Background: an optimization exercise with open tools, aiming at small area, a short achievable clock period and few clock cycles per item. Do not read the settings as production practice. In this exercise RTL edits were held to simulation tests only and were not proved equivalent to the original. Power figures rest on the tool's default switching activity, not on a simulated workload.

v59:
==> flow/design.v <==
module scalar_kalman_filter (
  input  logic                 clk,
  input  logic                 rst,
  input  logic                 cfg_we,
  input  logic [2:0]           cfg_index,
  input  logic [31:0]          cfg_data,
  input  logic                 obs_valid,
  output logic                 obs_ready,
  input  logic [31:0]          obs_observation,
  input  logic                 obs_restart,
  output logic                 res_valid,
  input  logic                 res_ready,
  output logic [31:0]          res_estimate,
  output logic [16:0]          res_gain,
  output logic [31:0]          res_error_variance
);
  logic [31:0] cfg_r, cfg_q, cfg_x0, cfg_p0;
  logic        res_vld;
  logic [31:0] obs_q;
  logic        obs_rs_q;
  logic        obs_full;
  logic        busy;
  logic [3:0]  cnt;
  logic [32:0] rem;       
  logic [32:0] den;       
  logic [31:0] pm_q;      
  logic [32:0] dif;       
  logic        r0_q;      
  logic        one_q;     
  logic [15:0] kd;        
  logic [1:0]  qd_q;      
  logic [49:0] xacc;      
  logic [48:0] uacc;      
  logic fin, fire, start, accept, iter, acc;
  assign fin    = busy && (cnt == 4'd9);
  assign fire   = fin && res_ready;
  assign start  = obs_full && (fire || !busy);
  assign obs_ready = !obs_full;
  assign accept = obs_valid && obs_ready;
  assign iter   = busy && !cnt[3];
  assign acc    = busy && (cnt != 4'd0) && (cnt != 4'd9);
  logic [31:0] est_new, var_new;
  assign est_new = xacc[47:16];
  assign var_new = uacc[47:16];
  logic [31:0] x_b, p_b;
  logic [32:0] dif_nx;
  logic [32:0] pm_raw;
  logic [33:0] den_raw;
  logic [32:0] den_sat;
  logic [31:0] pm_nx;
  logic [32:0] den_nx;
  logic        r0, one_nx;
  assign x_b    = obs_rs_q ? cfg_x0 : est_new;
  assign p_b    = obs_rs_q ? cfg_p0 : var_new;
  assign dif_nx = {obs_q[31], obs_q} - (obs_rs_q ? {cfg_x0[31], cfg_x0} : xacc[48:16]);
  assign pm_raw  = {1'b0, p_b} + {1'b0, cfg_q};
  logic [33:0] dn_s, dn_c;
  assign dn_s    = {2'b0, p_b ^ cfg_q ^ cfg_r};
  assign dn_c    = {1'b0, (p_b & cfg_q) | (p_b & cfg_r) | (cfg_q & cfg_r), 1'b0};
  assign den_raw = dn_s + dn_c;
  assign den_sat = {1'b0, 32'hFFFF_FFFF} + {1'b0, cfg_r};
  assign pm_nx   = pm_raw[32] ? 32'hFFFF_FFFF : pm_raw[31:0];
  assign den_nx  = pm_raw[32] ? den_sat : den_raw[32:0];
  assign r0      = (cfg_r == 32'd0);
  assign one_nx  = r0 && ((p_b != 32'd0) || (cfg_q != 32'd0));
  logic [35:0] r4, t1, t2, t3;
  logic [1:0]  qd;
  logic [32:0] rem_nx;
  assign r4 = {1'b0, rem, 2'b00};
  assign t1 = r4 - {3'b0, den};
  assign t2 = r4 - {2'b0, den, 1'b0};
  logic [35:0] t3a, t3b, t3s, t3c;
  assign t3a = ~{3'b0, den};
  assign t3b = ~{2'b0, den, 1'b0};
  assign t3s = r4 ^ t3a ^ t3b;
  assign t3c = {(r4[34:0] & t3a[34:0]) | (r4[34:0] & t3b[34:0]) | (t3a[34:0] & t3b[34:0]), 1'b1};
  assign t3 = t3s + t3c + 36'd1;
  always_comb begin
    if (r0_q) begin
      qd = 2'd0;
    end else if (!t3[35]) begin
      qd = 2'd3;
    end else if (!t2[35]) begin
      qd = 2'd2;
    end else if (!t1[35]) begin
      qd = 2'd1;
    end else begin
      qd = 2'd0;
    end
  end
  always_comb begin
    unique case (qd)
      2'd3:    rem_nx = t3[32:0];
      2'd2:    rem_nx = t2[32:0];
      2'd1:    rem_nx = t1[32:0];
      default: rem_nx = r4[32:0];
    endcase
  end
  logic [49:0] xacc_nx;
  logic [48:0] uacc_nx;
  logic [49:0] xa, xb, xs3, xc3;
  logic [48:0] ua, ub, us3, uc3;
  assign xa  = {xacc[47:0], dif[32], dif[32]};
  assign xb  = qd_q[1] ? {{16{dif[32]}}, dif, 1'b0} : 50'd0;
  assign xs3 = xa ^ xb ^ (qd_q[0] ? {{17{dif[32]}}, dif} : 50'd0);
  assign xc3 = {(xa[48:0] & xb[48:0]) | ((xa[48:0] | xb[48:0]) & (qd_q[0] ? {{16{dif[32]}}, dif} : 49'd0)), 1'b0};
  assign xacc_nx = xs3 + xc3;
  assign ua  = {uacc[46:0], 2'b00};
  assign ub  = qd_q[1] ? ~{16'd0, pm_q, 1'b0} : 49'd0;
  logic [48:0] u3;
  assign u3  = qd_q[0] ? ~{17'd0, pm_q} : 49'd0;
  assign us3 = ua ^ ub ^ u3;
  assign uc3 = {(ua[47:0] & ub[47:0]) | ((ua[47:0] | ub[47:0]) & u3[47:0]), qd_q[1]};
  assign uacc_nx = us3 + uc3 + {48'd0, qd_q[0]};
  always_ff @(posedge clk) begin
    if (rst) begin
      cfg_r  <= 32'd65536;
      cfg_q  <= 32'd655;
      cfg_x0 <= 32'd0;
      cfg_p0 <= 32'd65536;
    end else if (cfg_we) begin
      case (cfg_index)
        3'd0: cfg_r  <= cfg_data;
        3'd1: cfg_q  <= cfg_data;
        3'd2: cfg_x0 <= cfg_data;
        3'd3: cfg_p0 <= cfg_data;
        default: ;
      endcase
    end
  end
  always_ff @(posedge clk) begin
    if (rst) begin
      obs_full <= 1'b0;
    end else if (accept) begin
      obs_full <= 1'b1;
    end else if (start) begin
      obs_full <= 1'b0;
    end
  end
  always_ff @(posedge clk) begin
    if (accept) begin
      obs_q    <= obs_observation;
      obs_rs_q <= obs_restart;
    end
  end
  always_ff @(posedge clk) begin
    if (rst) begin
      busy <= 1'b0;
      cnt  <= 4'd0;
    end else if (start) begin
      busy <= 1'b1;
      cnt  <= 4'd0;
    end else if (fire) begin
      busy <= 1'b0;
    end else if (busy && !fin) begin
      cnt  <= cnt + 4'd1;
    end
  end
  always_ff @(posedge clk) begin
    if (rst) begin
      res_vld <= 1'b0;
    end else if (busy && (cnt == 4'd8)) begin
      res_vld <= 1'b1;
    end else if (res_ready) begin
      res_vld <= 1'b0;
    end
  end
  always_ff @(posedge clk) begin
    if (rst) begin
      xacc <= 50'd0;
      uacc <= {17'd1, 32'd0};
      dif  <= 33'd0;
    end else if (start) begin
      xacc <= one_nx ? {{18{obs_q[31]}}, obs_q} : {{18{x_b[31]}}, x_b};
      uacc <= one_nx ? 49'd0 : {17'd0, pm_nx};
      dif  <= dif_nx;
    end else if (acc) begin
      xacc <= xacc_nx;
      uacc <= uacc_nx;
    end
  end
  always_ff @(posedge clk) begin
    if (start) begin
      rem   <= {1'b0, pm_nx};
      den   <= den_nx;
      pm_q  <= pm_nx;
      r0_q  <= r0;
      one_q <= one_nx;
      kd    <= 16'd0;
      qd_q  <= 2'd0;
    end else if (iter) begin
      rem   <= rem_nx;
      kd    <= {kd[13:0], qd};
      qd_q  <= qd;
    end
  end
  assign res_valid          = res_vld;
  assign res_estimate       = est_new;
  assign res_gain           = {one_q, kd};
  assign res_error_variance = var_new;
endmodule
Settings: LEC_CHECK=0, CAP_MARGIN=20, CORE_MARGIN=2, CORE_UTILIZATION=72, PLACE_DENSITY=0.8, SETUP_SLACK_MARGIN=5, SLEW_MARGIN=20, TNS_END_PERCENT=100; clock period 11.0 ns.
run.sh (not shown) runs the stock make flow with config.mk's settings and CLKGATE_MAP_FILE= SYNTH_SCRIPT=/design/flow/synth_recipe.tcl, a recipe that flattens the netlist after the stock synthesis.
Testbench counts of v59, summed over its fixed seeds: cycles 16,016, items 1,600.
[inputs] v3 vs v59
Settings: a deleted PLACE_DENSITY that had been 0.8; an added CTS_CLUSTER_SIZE of 40; a change of CORE_UTILIZATION from 72 to 60; an added CTS_CLUSTER_DIAMETER of 80.
## What came out
Taking v59 as the reference, in v3 die area now larger; met2 track demand over resource now smaller; relative area change from synthesis to final layout now smaller.
Taking v3 over v59, the power in the clock group ratio works out to 0.73.
Compared with v59, v3 shows a initial core utilization that is 12 points lower.
diff inputs: v3 => v18
Settings: CTS_CLUSTER_SIZE changed from 40 to 30; CTS_CLUSTER_DIAMETER changed from 80 to 60.
==> flow/flow/run.sh (new file) <==
#!/bin/bash
set -euo pipefail
sed -e 's/SETUP_SLACK_MARGIN=[0-9.]*/SETUP_SLACK_MARGIN=6.8/' standard.sh > standard_margin.sh
grep -q 'SETUP_SLACK_MARGIN=6.8' standard_margin.sh
bash standard_margin.sh > standard.log 2>&1
==> flow/standard.sh (new file) <==
#!/bin/bash
# synth_recipe.tcl (not shown) runs the flow's synth.tcl, then flattens the netlist and writes it again
# the make line also repeats each setting of config.mk as NAME=value (left out here)
make -C /OpenROAD-flow-scripts/flow DESIGN_CONFIG=/design/flow/config.mk WORK_HOME=/design/flow/orfs CLKGATE_MAP_FILE= SYNTH_SCRIPT=/design/flow/synth_recipe.tcl "${@:-finish}"
removed: flow/run.sh
Notes after the runs:
- Having completed the whole flow, v18 delivered a layout that passed the timing, design-rule and antenna checks.
- Sort v18 and v3 by placement-stage worst setup slack, descending, and v3 comes first.
- Higher count of filler cells inserted in the layout was reported by v3, not v18.
- Cmp v18 and v3 / routed length on met1 / higher: v18
- Against v3, maximum number of pins on one net before global-route repair in v18 rose by more than 10%.
- Reported for v18 and v3, sequential cell count of the final layout turned out identical to the last digit.
- v3 → v18: number of cells on the worst reg-to-reg path decreased by 1 relative to the old numbers; first-iteration DRC count increased by 289 relative to the old numbers.
Edits applied to the flow inputs when going from v18 to v51:
Settings: a deleted CTS_CLUSTER_DIAMETER that had been 60; a deleted CTS_CLUSTER_SIZE that had been 30.
==> flow/run.sh (new file) <==
#!/bin/bash
# synth_recipe.tcl (not shown) runs the flow's synth.tcl, then flattens the netlist and writes it again
# the make line also repeats each setting of config.mk as NAME=value (left out here)
make -C /OpenROAD-flow-scripts/flow DESIGN_CONFIG=/design/flow/config.mk WORK_HOME=/design/flow/orfs CLKGATE_MAP_FILE= SYNTH_SCRIPT=/design/flow/synth_recipe.tcl finish
removed: flow/flow/run.sh
removed: flow/standard.sh
==> comparison <==
- No run among v18 and v51 stopped early or left any final violation; all are clean.
- A timing startpoint of the critical path of kd[0] is what v51 shows, while obs_rs_q belongs to v18.
- v51 vs v18, slowest cell on the critical path: sky130_fd_sc_hd__a2111oi_2 vs sky130_fd_sc_hd__edfxtp_1
- Mean routed wirelength per cell | v51 below v18
- The number of hold buffers added after cts on v18 is in line with that on v51.
- Final period utilization: v51 > v18
### v51 -> v4
Settings: putting CTS_CLUSTER_SIZE at 40 where nothing was set; putting CTS_CLUSTER_DIAMETER at 80 where nothing was set.
==> flow/flow/run.sh (new file) <==
#!/bin/bash
set -euo pipefail
sed -e 's/SETUP_SLACK_MARGIN=[0-9.]*/SETUP_SLACK_MARGIN=7.2/' standard.sh > standard_margin.sh
grep -q 'SETUP_SLACK_MARGIN=7.2' standard_margin.sh
bash standard_margin.sh > standard.log 2>&1
==> flow/standard.sh (new file) <==
#!/bin/bash
# synth_recipe.tcl (not shown) runs the flow's synth.tcl, then flattens the netlist and writes it again
# the make line also repeats each setting of config.mk as NAME=value (left out here)
make -C /OpenROAD-flow-scripts/flow DESIGN_CONFIG=/design/flow/config.mk WORK_HOME=/design/flow/orfs CLKGATE_MAP_FILE= SYNTH_SCRIPT=/design/flow/synth_recipe.tcl "${@:-finish}"
removed: flow/run.sh
## What came out
Relative to v51, core utilization has increased by 13 points in v4.
Comparing v51 against v4, there is no change at all in register bit total from synthesis.
The run showing the smaller placed wire-length estimate is v4.
v4: first-pass iteration count of the detailed router higher than v51
Summary of v4 over v51: wire length of the first global-routing pass up 11%; number of inserted diodes moved up; total power of the final layout saw an increase; fraction of area in multi-input gates fell by 1.1 points; final cell count went up 5.5%.
Input changes introduced in v15 (baseline for comparison: v4):
Settings: CTS_CLUSTER_DIAMETER no longer set, was 80; ABC_AREA now 1, previously not set; CTS_CLUSTER_SIZE no longer set, was 40.
==> flow/run.sh (new file) <==
#!/bin/bash
# synth_recipe.tcl (not shown) runs the flow's synth.tcl, then flattens the netlist and writes it again
# the make line also repeats each setting of config.mk as NAME=value (left out here)
make -C /OpenROAD-flow-scripts/flow DESIGN_CONFIG=/design/flow/config.mk WORK_HOME=/design/flow/orfs CLKGATE_MAP_FILE= SYNTH_SCRIPT=/design/flow/synth_recipe.tcl finish
removed: flow/flow/run.sh
removed: flow/standard.sh
## What came out
- Hold slack, v4 and v15: higher on v4
- Against v4, the final cell area of v15 is lower.
- [compare] base=v4 new=v15: number of clock buffers inserted by TritonCTS up about 70%; worst path required time fell by 60 ps.
- v15 vs v4 — parity-gate share of the synthesized area counting xor and xnor cells dropped 2.9 points.
- For v4, the highest-delay cell along the critical path was sky130_fd_sc_hd__a2111o_1, unlike v15, where it was sky130_fd_sc_hd__o21ai_0.
- Looking at total combinational power, v15 sits about 3% above v4.
- Synthesized-area fraction occupied by adder cells (lower): v15
- v15 completed every stage of the flow, and the final layout passed the timing, design-rule and antenna checks.

==> static timing again, ports no longer ideal <==
How much do the figures lean on ideal ports? The routed layouts below were timed once more, with nothing changed but the port constraints.
Step 1: set_driving_cell puts a clkbuf_16 on clk and a buf_2 on each other input, an assumption about the parent block.
Step 2 also shifts input and output timing later by t, the mid clock arrival at the registers, as if the neighbouring blocks saw the same clock.
Slacks: ideal / step 1 / step 2; pairs: ideal / step 1.
run | t, ns | slack for setup (ns) | worst hold slack (ns) | worst register clock-pin slew, ns | worst slew at a driven data input, ns
v59 | 0.663 | 5.656 / 5.656 / 5.251 | 0.454 / 0.454 / 0.454 | 0.07 / 0.07 | 0.06
v3 | 0.692 | 5.743 / 5.743 / 5.589 | 0.459 / 0.459 / 0.459 | 0.11 / 0.11 | 0.13
v18 | 0.663 | 6.767 / 6.767 / 6.218 | 0.453 / 0.453 / 0.453 | 0.10 / 0.10 | 0.05
v51 | 0.656 | 5.667 / 5.667 / 5.475 | 0.452 / 0.452 / 0.452 | 0.07 / 0.07 | 0.12
v4 | 0.692 | 6.431 / 6.431 / 6.424 | 0.456 / 0.456 / 0.456 | 0.12 / 0.12 | 0.11
v15 | 0.687 | 5.248 / 5.248 / 4.696 | 0.452 / 0.452 / 0.452 | 0.07 / 0.07 | 0.07
After both steps setup and hold are still met in every run listed. The setup slack of v15, which loses most, moves by 0.000 ns with the drivers and by -0.552 ns with both steps.
